Source: an optimization exercise on an open RTL-to-GDS flow (aim: small area, a short achievable clock period and few clock cycles per item). Production flows keep margins and buffers that such runs may drop.
Only the layout flow was run in this run; the RTL was not checked for function there.

**flow/config.mk**
```make
export PLATFORM = sky130hd
export DESIGN_NAME = receiver_credit_rate_controller
export DESIGN_NICKNAME = receiver_credit_rate_controller
export VERILOG_FILES = /design/flow/design.v
export SDC_FILE = /design/flow/constraint.sdc
export NUM_CORES = 4
export LEC_CHECK = 0
export CAP_MARGIN = 20
export CORE_MARGIN = 2
export CORE_UTILIZATION = 40
export SETUP_SLACK_MARGIN = 5
export SLEW_MARGIN = 20
```
**flow/constraint.sdc**
```tcl
create_clock -name core_clock -period 10.0 [get_ports {aclk}]
set_input_delay 2.0000 -clock core_clock [delete_from_list [all_inputs] [get_ports {aclk}]]
set_output_delay 2.0000 -clock core_clock [all_outputs]
set_load 0.01 [all_outputs]
```
**flow/design.v**
```verilog
package rcrc_pkg;
    localparam int TIME_BITS = 48;
    localparam int FRAC_BITS = 16;
    localparam int RATE_BITS = 18 + FRAC_BITS;
    localparam logic [31:0] RESET_RTT     = 32'd100000;
    localparam logic [16:0] RESET_NOMINAL = 17'd10000;
    localparam logic [31:0] RESET_SCALE   = 32'd20752;
    localparam logic [31:0] RESET_INTERVAL = 32'd4;
    localparam logic [32:0] RESET_THALF    = 33'd360448000;
    localparam logic [15:0] LOSS_LIMIT = 16'd6553;
    localparam logic [1:0] REG_RTT     = 2'd0;
    localparam logic [1:0] REG_NOMINAL = 2'd1;
    localparam logic [1:0] REG_SCALE   = 2'd2;
endpackage
import rcrc_pkg::*;
module receiver_credit_rate_controller
(
    input  logic        aclk,
    input  logic        aresetn,
    input  logic        s_valid,
    output logic        s_ready,
    input  logic [81:0] s_data,
    output logic        m_valid,
    input  logic        m_ready,
    output logic [84:0] m_data,
    input  logic        cfg_valid,
    output logic        cfg_ready,
    input  logic [1:0]  cfg_index,
    input  logic [31:0] cfg_data
);
    typedef enum logic [3:0] {
        E_IDLE,
        E_FIRST,     
        E_LOSS,      
        E_INC,       
        E_ACC,       
        E_R1,        
        E_D10,       
        E_R2,        
        E_CLAMP,     
        E_ITEST,     
        E_ISTEP,     
        E_CFG        
    } eng_t;
    logic [31:0] rtt_reg, scale_reg;
    logic [16:0] nom_reg;
    logic [32:0] thalf_reg;
    logic [31:0] ivf_reg;
    logic        cfg_pend;
    logic [31:0] expected_reg, cnum_reg, iv_reg, sent_reg, lost_reg;
    logic        sending_reg, ovw_reg;
    logic [47:0] lc_reg, lfb_reg;
    logic [33:0] rate_reg;
    logic [81:0] item_reg, skid_reg;
    logic        item_v, skid_v, s_ready_reg;
    logic        m_valid_reg;
    logic        o_cv, o_late, o_fb;
    eng_t        eng;
    logic [4:0]  cnt;
    logic [1:0]  kidx;
    logic [1:0]  cmp_reg;    
    logic        q_prev;
    logic        pre;        
    assign s_ready = s_ready_reg;
    assign cfg_ready = 1'b1;
    assign m_valid = m_valid_reg;
    assign m_data = {o_cv, cnum_reg & {32{o_cv}}, expected_reg, rate_reg[33:16], o_late, o_fb};
    logic [47:0] tick;
    logic        pv, pe;
    logic [31:0] seq;
    assign tick = item_reg[81:34];
    assign pv   = item_reg[33];
    assign seq  = item_reg[32:1];
    assign pe   = item_reg[0];
    logic go;
    assign go = item_v && (eng == E_IDLE) && !cfg_pend && (!m_valid_reg || m_ready);
    function automatic logic gap_gt(input logic [47:0] t, input logic [47:0] last,
                                    input logic [31:0] lim);
        logic [31:0] x, y, z, cs, cc;
        logic [33:0] s;
        logic        b32, ne0, ne1;
        x = t[31:0];
        y = ~last[31:0];
        z = ~lim;
        cs = x ^ y ^ z;
        cc = (x & y) | (x & z) | (y & z);
        s = {2'b00, cs} + {1'b0, cc, 1'b1};
        b32 = t[31:0] < last[31:0];
        ne0 = t[47:32] != last[47:32];
        ne1 = t[47:32] != (last[47:32] + 16'd1);
        gap_gt = (b32 ? ne1 : ne0) | s[33] | (b32 & s[32]);
    endfunction
    logic        credit, fb, seq_eq, seq_gt, late;
    logic [31:0] cnum_eff, cnum_inc, lost_new, sent_new;
    logic [33:0] lost_sum;
    always_comb begin
        credit = sending_reg && gap_gt(tick, lc_reg, iv_reg);
        fb = gap_gt(tick, lfb_reg, rtt_reg);
        seq_eq = seq == expected_reg;
        seq_gt = seq > expected_reg;
        late = pv && !seq_eq && !seq_gt;
        cnum_eff = ovw_reg ? expected_reg : cnum_reg;
        cnum_inc = cnum_eff + 32'd1;
        sent_new = (sent_reg == 32'hFFFF_FFFF) ? sent_reg : sent_reg + 32'd1;
        lost_sum = {2'b00, lost_reg} + {2'b00, seq} + {2'b00, ~expected_reg} + 34'd1;
        lost_new = lost_sum[31:0] | {32{lost_sum[33]}};
    end
    logic [49:0] acc;
    logic [33:0] wr;
    logic [15:0] wd;
    logic [35:0] v10;
    logic [3:0]  rem10;
    assign acc   = skid_reg[49:0];
    assign wr    = skid_reg[49:16];
    assign wd    = skid_reg[15:0];
    assign v10   = skid_reg[35:0];
    assign rem10 = skid_reg[39:36];
    logic [33:0] floor_q, divisor;
    assign floor_q = {nom_reg, 15'd0};
    assign divisor = pre ? floor_q : rate_reg;
    logic [34:0] da, db;
    logic [35:0] ddiff;
    logic        dborrow;
    always_comb begin
        case (eng)
            E_FIRST: begin da = {3'd0, lost_reg};        db = {3'd0, sent_reg}; end
            E_LOSS:  begin da = {2'd0, lost_reg, 1'b0};  db = {3'd0, sent_reg}; end
            E_ITEST: begin da = {1'b0, wr};              db = {1'b0, divisor};  end
            default: begin da = {wr, wd[15]};            db = {1'b0, divisor};  end
        endcase
        ddiff = {1'b0, da} - {1'b0, db};
        dborrow = ddiff[35];
    end
    logic [49:0] aa, ab, asum;
    logic        acin;
    always_comb begin
        aa = '0;
        ab = '0;
        acin = 1'b0;
        case (eng)
            E_FIRST, E_INC: begin
                aa = {16'd0, 1'b0, rate_reg[33:1]};
                ab = {17'd0, thalf_reg};
            end
            E_LOSS, E_ACC: begin
                aa = {acc[48:0], 1'b0};
                ab = q_prev ? {16'd0, rate_reg} : 50'd0;
            end
            E_R1: begin
                aa = {16'd0, rate_reg};
                ab = {16'd0, ~acc[49:16]};
                acin = acc[15:0] == 16'd0;
            end
            E_R2: begin
                aa = {16'd0, pre ? floor_q : rate_reg};
                ab = {14'd0, v10};
            end
            default: begin
                aa = {16'd0, rate_reg};
                ab = {16'd0, ~floor_q};
                acin = 1'b1;
            end
        endcase
        asum = aa + ab + 50'(acin);
    end
    logic       ls_q;
    logic [1:0] cmp_next;
    logic       lim_bit;
    logic [15:0] lim_c;
    assign lim_c = LOSS_LIMIT;
    always_comb begin
        ls_q = !dborrow;
        lim_bit = lim_c[cnt[3:0]];
        cmp_next = cmp_reg;
        if (cmp_reg == 2'd0) begin
            if (ls_q && !lim_bit) cmp_next = 2'd2;
            else if (!ls_q && lim_bit) cmp_next = 2'd1;
        end
    end
    function automatic logic [7:0] d10(input logic [3:0] r, input logic [3:0] n);
        logic [7:0] val;
        val = {r, n};
        d10 = {4'(val / 8'd10), 4'(val % 8'd10)};
    endfunction
    logic [7:0] d10a, d10b, d10c;
    assign d10a = d10(rem10, v10[35:32]);
    assign d10b = d10(d10a[3:0], v10[31:28]);
    assign d10c = d10(d10b[3:0], v10[27:24]);
    logic [49:0] w_load;
    logic        w_big;
    assign w_load = {scale_reg[25:0], 24'd0};
    assign w_big = scale_reg[31:26] != 6'd0;
    logic skid_v_next, item_v_next, busy_next, done_fb;
    always_comb begin
        item_v_next = item_v;
        skid_v_next = skid_v;
        if (go || !item_v) begin
            item_v_next = skid_v || (s_valid && s_ready_reg);
            skid_v_next = 1'b0;
        end else if (s_valid && s_ready_reg) begin
            skid_v_next = 1'b1;
        end
    end
    always_comb begin
        done_fb = 1'b0;
        if (!pre) begin
            if (eng == E_FIRST && sent_reg != 32'd0 && lost_reg != 32'd0 && !dborrow) done_fb = 1'b1;
            if (eng == E_ITEST && kidx == 2'd3 && !dborrow) done_fb = 1'b1;
            if (eng == E_ISTEP && cnt == 5'd0) done_fb = 1'b1;
        end
    end
    always_comb begin
        busy_next = (eng != E_IDLE) && !done_fb
            && !(pre && eng == E_ITEST && kidx == 2'd3 && !dborrow)
            && !(pre && eng == E_ISTEP && cnt == 5'd0);
        if (go && fb) busy_next = 1'b1;
        if (cfg_valid && (cfg_index == REG_NOMINAL || cfg_index == REG_SCALE)) busy_next = 1'b1;
        if (cfg_pend) busy_next = 1'b1;
    end
    always_ff @(posedge aclk) begin
        if (go || !item_v) begin
            item_reg <= skid_v ? skid_reg : s_data;
        end
        if (s_valid && s_ready_reg && item_v && !go) begin
            skid_reg <= s_data;
        end
        if (go) begin
            o_cv <= credit;
            o_late <= late;
            o_fb <= fb;
        end
        if (!aresetn) begin
            rtt_reg <= RESET_RTT;
            nom_reg <= RESET_NOMINAL;
            scale_reg <= RESET_SCALE;
            thalf_reg <= RESET_THALF;
            ivf_reg <= RESET_INTERVAL;
            cfg_pend <= 1'b0;
            expected_reg <= '0;
            cnum_reg <= '0;
            ovw_reg <= 1'b0;
            sending_reg <= 1'b1;
            lc_reg <= '0;
            iv_reg <= RESET_INTERVAL;
            lfb_reg <= '0;
            rate_reg <= 34'(RESET_NOMINAL) << 16;
            sent_reg <= '0;
            lost_reg <= '0;
            item_v <= 1'b0;
            skid_v <= 1'b0;
            s_ready_reg <= 1'b1;
            m_valid_reg <= 1'b0;
            eng <= E_IDLE;
            cnt <= '0;
            kidx <= '0;
            cmp_reg <= '0;
            q_prev <= 1'b0;
            pre <= 1'b0;
        end else begin
            item_v <= item_v_next;
            skid_v <= skid_v_next;
            s_ready_reg <= !skid_v_next && !busy_next;
            if (go) begin
                m_valid_reg <= !fb;
            end else if (done_fb) begin
                m_valid_reg <= 1'b1;
            end else if (m_ready) begin
                m_valid_reg <= 1'b0;
            end
            if (cfg_valid) begin
                case (cfg_index)
                    REG_RTT:     rtt_reg <= cfg_data;
                    REG_NOMINAL: nom_reg <= cfg_data[16:0];
                    REG_SCALE:   scale_reg <= cfg_data;
                    default:     ;
                endcase
            end
            if (go) begin
                ovw_reg <= pv && seq_gt;
                cnum_reg <= credit ? cnum_inc : cnum_eff;
                if (credit) begin
                    sent_reg <= sent_new;
                    lc_reg <= tick;
                end
                if (pv) begin
                    if (pe) sending_reg <= 1'b0;
                    if (seq_eq) expected_reg <= expected_reg + 32'd1;
                    if (seq_gt) lost_reg <= lost_new;
                end
                if (fb) begin
                    lfb_reg <= tick;
                    eng <= E_FIRST;
                end
            end
            case (eng)
                E_FIRST: begin
                    cnt <= 5'd15;
                    cmp_reg <= 2'd0;
                    q_prev <= 1'b0;
                    skid_reg[49:0] <= '0;
                    if (sent_reg == 32'd0 || lost_reg == 32'd0) begin
                        rate_reg <= asum[33:0];
                        skid_reg[49:0] <= w_load;
                        kidx <= 2'd0;
                        sent_reg <= '0;
                        lost_reg <= '0;
                        eng <= E_ITEST;
                    end else if (!dborrow) begin
                        rate_reg <= floor_q;
                        iv_reg <= ivf_reg;
                        sent_reg <= '0;
                        lost_reg <= '0;
                        eng <= E_IDLE;
                    end else begin
                        eng <= E_LOSS;
                    end
                end
                E_LOSS: begin
                    lost_reg <= ls_q ? ddiff[31:0] : {lost_reg[30:0], 1'b0};
                    q_prev <= ls_q;
                    cmp_reg <= cmp_next;
                    skid_reg[49:0] <= asum;
                    cnt <= cnt - 5'd1;
                    if (cmp_next == 2'd1) begin
                        eng <= E_INC;
                    end else if (cnt == 5'd0) begin
                        eng <= (cmp_next == 2'd2) ? E_ACC : E_INC;
                    end
                end
                E_INC: begin
                    rate_reg <= asum[33:0];
                    skid_reg[49:0] <= w_load;
                    kidx <= 2'd0;
                    sent_reg <= '0;
                    lost_reg <= '0;
                    eng <= E_ITEST;
                end
                E_ACC: begin
                    skid_reg[49:0] <= asum;
                    eng <= E_R1;
                end
                E_R1: begin
                    rate_reg <= asum[33:0];
                    skid_reg[39:0] <= {4'd0, 2'd0, asum[33:0]};
                    cnt <= 5'd2;
                    eng <= E_D10;
                end
                E_D10: begin
                    skid_reg[39:0] <= {d10c[3:0], v10[23:0], d10a[7:4], d10b[7:4], d10c[7:4]};
                    cnt <= cnt - 5'd1;
                    if (cnt == 5'd0) eng <= E_R2;
                end
                E_R2: begin
                    if (pre) begin
                        thalf_reg <= asum[32:0];
                        skid_reg[49:0] <= w_load;
                        kidx <= 2'd0;
                        eng <= E_ITEST;
                    end else begin
                        rate_reg <= asum[33:0] | {34{asum[34]}};
                        eng <= E_CLAMP;
                    end
                end
                E_CLAMP: begin
                    if (!asum[34]) rate_reg <= floor_q;
                    skid_reg[49:0] <= w_load;
                    kidx <= 2'd0;
                    sent_reg <= '0;
                    lost_reg <= '0;
                    eng <= E_ITEST;
                end
                E_ITEST: begin
                    if (dborrow && !(kidx == 2'd0 && w_big)) begin
                        cnt <= {kidx, 3'b111};
                        if (pre) ivf_reg <= '0; else iv_reg <= '0;
                        eng <= E_ISTEP;
                    end else if (kidx == 2'd3) begin
                        if (pre) ivf_reg <= 32'hFFFF_FFFF; else iv_reg <= 32'hFFFF_FFFF;
                        pre <= 1'b0;
                        eng <= E_IDLE;
                    end else begin
                        skid_reg[49:0] <= (kidx == 2'd0) ? {2'd0, scale_reg, 16'd0} : {8'd0, skid_reg[49:8]};
                        kidx <= kidx + 2'd1;
                    end
                end
                E_ISTEP: begin
                    skid_reg[49:16] <= dborrow ? da[33:0] : ddiff[33:0];
                    skid_reg[15:0] <= {wd[14:0], 1'b0};
                    if (pre) ivf_reg <= {ivf_reg[30:0], !dborrow};
                    else iv_reg <= {iv_reg[30:0], !dborrow};
                    cnt <= cnt - 5'd1;
                    if (cnt == 5'd0) begin
                        pre <= 1'b0;
                        eng <= E_IDLE;
                    end
                end
                E_CFG: begin
                    pre <= 1'b1;
                    skid_reg[39:0] <= {4'd0, 2'd0, floor_q};
                    cnt <= 5'd2;
                    eng <= E_D10;
                end
                default: ;
            endcase
            if (cfg_valid && (cfg_index == REG_NOMINAL || cfg_index == REG_SCALE)) begin
                cfg_pend <= 1'b1;
            end
            if (cfg_pend && (eng == E_IDLE || pre)) begin
                cfg_pend <= cfg_valid && (cfg_index == REG_NOMINAL || cfg_index == REG_SCALE);
                pre <= 1'b1;
                eng <= E_CFG;
            end
        end
    end
endmodule
```
**flow/run.sh**
```bash
#!/bin/bash
# synth_recipe.tcl (not shown) runs the flow's synth.tcl, then flattens the netlist and writes it again
# the make line also repeats each setting of config.mk as NAME=value (left out here)
make -C /OpenROAD-flow-scripts/flow DESIGN_CONFIG=/design/flow/config.mk WORK_HOME=/design/flow/orfs CLKGATE_MAP_FILE= SYNTH_SCRIPT=/design/flow/synth_recipe.tcl finish
```
==> run summary <==
[layout by cell type, fill, tap and decap left out, drive strengths merged, types with 39 or more instances in the layout]
master,synthesis,layout
mux2,100,100
nor4,44,44
buf,95,562
a21o,88,88
dfxtp,508,508
inv,262,263
a221oi,68,68
o21a,39,39
ha,272,272
edfxtp,117,117
nand2b,39,39
clkdlybuf4s50,0,206
and3,54,55
o211ai,79,79
a222oi,67,67
clkbuf,323,110
nor2b,42,42
xor2,78,78
nand2,634,648
and2,69,71
a21oi,506,506
nor3,177,177
o21ai,313,314
nor2,541,542
xnor2,148,148
nand3,100,101
fa,99,99
mux2i,203,203
nand4,53,53
o221ai,70,70
a211oi,74,74
[per-layer routing]
layer	part of all wire, %	vias up	global-route usage (%)
met5	0.011	-	0
met1	40	23100	44.6
met2	42	2794	50.0
met4	7.3	4	20.1
li1	-	21500	-
met3	11	751	9.25
[worst reg2reg max path, delay by kind of cell, from the launching register on]
family	cells	cell delay, ns
buffers and inverters	8	1.03
DFF	1	0.42
and+or+nand+nor	5	0.65
adders and majority gates	1	0.32
AOI/OAI and AO/OA	15	3.12
[path summary, 6_finish.rpt]
| kind | cells after the start | to | slack [ns] | start |
|---|---|---|---|---|
| worst max-delay path | 29 | iv_reg[10] | 4.35 | eng[1] |
| worst min-delay path | 2 | thalf_reg[6] | 0.45 | thalf_reg[6] |
| worst min register to register | 2 | thalf_reg[6] | 0.45 | thalf_reg[6] |
| worst max register to register | 29 | iv_reg[10] | 4.35 | eng[1] |
[what timing repair did]
item,in CTS,in global routing
resized for setup,748,400
cloned,57,10
setup buffers,352,89
pin swaps,360,249
setup endpoints to repair,396,373
[stage by stage]
step / area [um^2]
after global routing: 62200
after detailed placement: 49400
after global placement: 49400
after floorplan: 46700
after CTS: 59500
final: 62200
[area by class of cell]
cell class                      count  area share (%)
Clock inverter                     39           0.660
Timing Repair Buffer              784            13.8
Sequential cell                   625            22.1
Tap cell                         1512            3.04
Inverter                          264            1.66
Antenna cell                        7          0.0282
Multi-Input combinational cell   4362            55.2
Clock buffer                      104            3.45
[cell families (layout without fill, tap and decap cells)]
group / after synthesis / in the layout / share of synthesized area, %
adders and majority gates: 376 / 376 / 11.8
and+or+nand+nor: 1874 / 1896 / 18.8
other: 1 / 8 / 0.00816
xor gates and xnor gates: 226 / 226 / 4.34
AOI/OAI and AO/OA: 1558 / 1560 / 22.5
DFF: 625 / 625 / 29.8
buffers and inverters: 682 / 1191 / 5.89
muxes: 303 / 303 / 6.88
==> run summary <==
Synthesis:
- The post-synthesis area per instance is 8.14 um^2.
- Synthesis produced 5645 cells.
- The total standard cell area after synthesis is 45900 um^2.
- After synthesis, the most frequently instantiated cells are nand2_1, nor2_1, dfxtp_1.
- In this run, synthesis inferred 117 flip-flops with an integrated enable.
- After synthesis, the share of flip-flops with an asynchronous set or reset is 0%.
- The dominant cell type by area after synthesis is dfxtp_1.
- The post-synthesis net count is 6137.
- The yosys synthesis warning count is 1.
- The library cell with the highest instance count after synthesis is nand2_1.
- Ranked by total cell area, the synthesized netlist is headed by dfxtp_1, edfxtp_1, ha_1.
- The most instantiated flip-flop cell in the synthesis netlist is dfxtp_1.
- The count of state elements after synthesis is 625.
- The number of different library cells used by synthesis comes to 118.
- The synthesized design devotes to its leading area cell type 22.1% of total area.
- Of the synthesized area, sequential elements account for 29.8%.

Clocking:
- The clock latency on the worst-skew pair is 0.69 ns.
- In this run the clock root is driven by a clkbuf_16.
- The count of H-tree levels built during CTS is 3.
- The CTS tree is built.
- The clock-pin slew on the worst setup and hold paths is 0.06 ns.
- Counting every sink on the clock net gives 625.
- The number of clock buffers added by TritonCTS is 77.
- The hold-fix buffer count after cts is 0.
- The clock tree buffer depth is 3.

Final layout:
- In the final layout, flip-flops and latches occupy 13800 um^2.
- Cells with a size suffix above 1 make up 25.7% of the layout.
- Fill cells in the final layout number 10400.
- The share of the core filled with cells in the final layout is 54.5%.
- Compared with the post-synthesis result, the final layout area differs by 35.4%.
- Leaving out filler cells and counting taps, the final layout contains 7697.
- In the final layout, the multi-input gates occupy 34400 um^2.
- At the end of the flow, the number of nets in the layout was 6606.

Placement:
- Before CTS, the worst setup slack after placement is 1.61 ns.
- The number of port buffers is 207.
- The post-detailed-placement half-perimeter wirelength is 135000 um.
- The number of cells after detailed placement is 7039.
- The congestion estimate from routability-driven global placement came to 1.04.

Global route:
- The first global-routing pass estimated 301000 um of wire.
- Across every metal layer, demand over resource in global routing totals 34.0%.
- The number of antenna violations at the first check in global routing came to 8.
- The overall overflow remaining after global route is 0.
- The number of global-route vias before repair came to 44800.
- The pin count of the biggest net entering global routing is 96.

Run:
- The number of violations of the max-capacitance limit is 0.

STA:
- The number of failing setup endpoints in the final timing report is 0.
- At the pin with the least slew margin, the transition time is 1.24 ns.
- The portion of the clock cycle consumed by the worst path in the final layout is 56.5%.
- The max-slew violation total from the final report is 0.
- The shortest clock period the worst path allows after layout is 5.65 ns.
- The relative max-transition margin is 17.3%.
- Static timing analysis puts the maximum clock frequency at 0.177 GHz.
- Setup repair after global routing could not meet its margin everywhere.
- On the final layout, the worst clock skew is 0.0385 ns.
- On the final layout, the worst hold slack is 0.448 ns.
- The final worst-path setup slack is 4.35 ns.
- After routing, the total negative slack on setup checks comes to 0 ns.
- The count of endpoints failing hold in the final timing report is 0.

Floorplan:
- The overall die area is 118000 um^2.
- The number of top-level pins is 209.
- After floorplanning, the core was sized to cover 114000 um^2.
- The standard-cell row count is 124.
- The floorplan die width is 343 um.
- In this run the vertical extent of the chip is 343 um.
- The effective utilization at floorplan is 40.2%.

Critical path:
- The maximum cell stage delay along the critical path is 0.47 ns.
- The required time at the worst-slack endpoint is 10.60 ns.
- Among cell families on the critical path, the largest total delay comes from compound AO/OA/AOI/OAI gates.
- STA classifies the critical path startpoint as a flop.
- Among all stages on the critical path, the largest delay is contributed by a222oi_1.
- STA puts the critical path data arrival time at 6.25 ns.
- The worst setup path is captured at a flop.
- The number of buffer and inverter instances along the worst setup path is 8.
- Of all nets on the critical path, the largest fanout is 8.
- The category of the critical setup timing path is reg -> reg.

Drt:
- The average wire length per cell after detail routing is 27.2 um.
- In this run the remaining antenna-violating nets after routing total 0.
- The first detailed-routing pass ran for 14 iterations.
- The number of vias per cell is 6.25.
- The detailed router placed 48100 vias in this run.
- The total routed wirelength is 209000 um.
- The starting DRC count in detailed routing is 6254.
- The number of design rule violations left after detail routing is 0.

Hold path:
- The type of the worst min-delay path is reg -> reg.

Run status:
- The flow ran to the end and the layout has no timing, DRC or antenna violations.

afterwards: timing with drivers on the ports:
Ports are ideal in the flow. The routed layout listed here was re-timed in OpenROAD. Step 1 sets driving cells, clkbuf_16 on the clock port and buf_2 on the other inputs (assumed; they add their load-dependent delay and slew). Step 2, shift: input delay + t, output delay - t, t = (earliest + latest rising clock arrival at the registers) / 2. This alone moves slack from input paths to output paths. a / b / c = ideal ports / drivers / drivers and shift; a / b = the first two.
t (ns): 0.754
setup WS [ns]: 4.351 / 4.351 / 3.951
slew at the worst register clock pin (ns): 0.07 / 0.07
After both steps setup and hold are still met in this run. For this run, drivers alone change the setup slack by 0.000 ns; drivers and shift together by -0.400 ns.
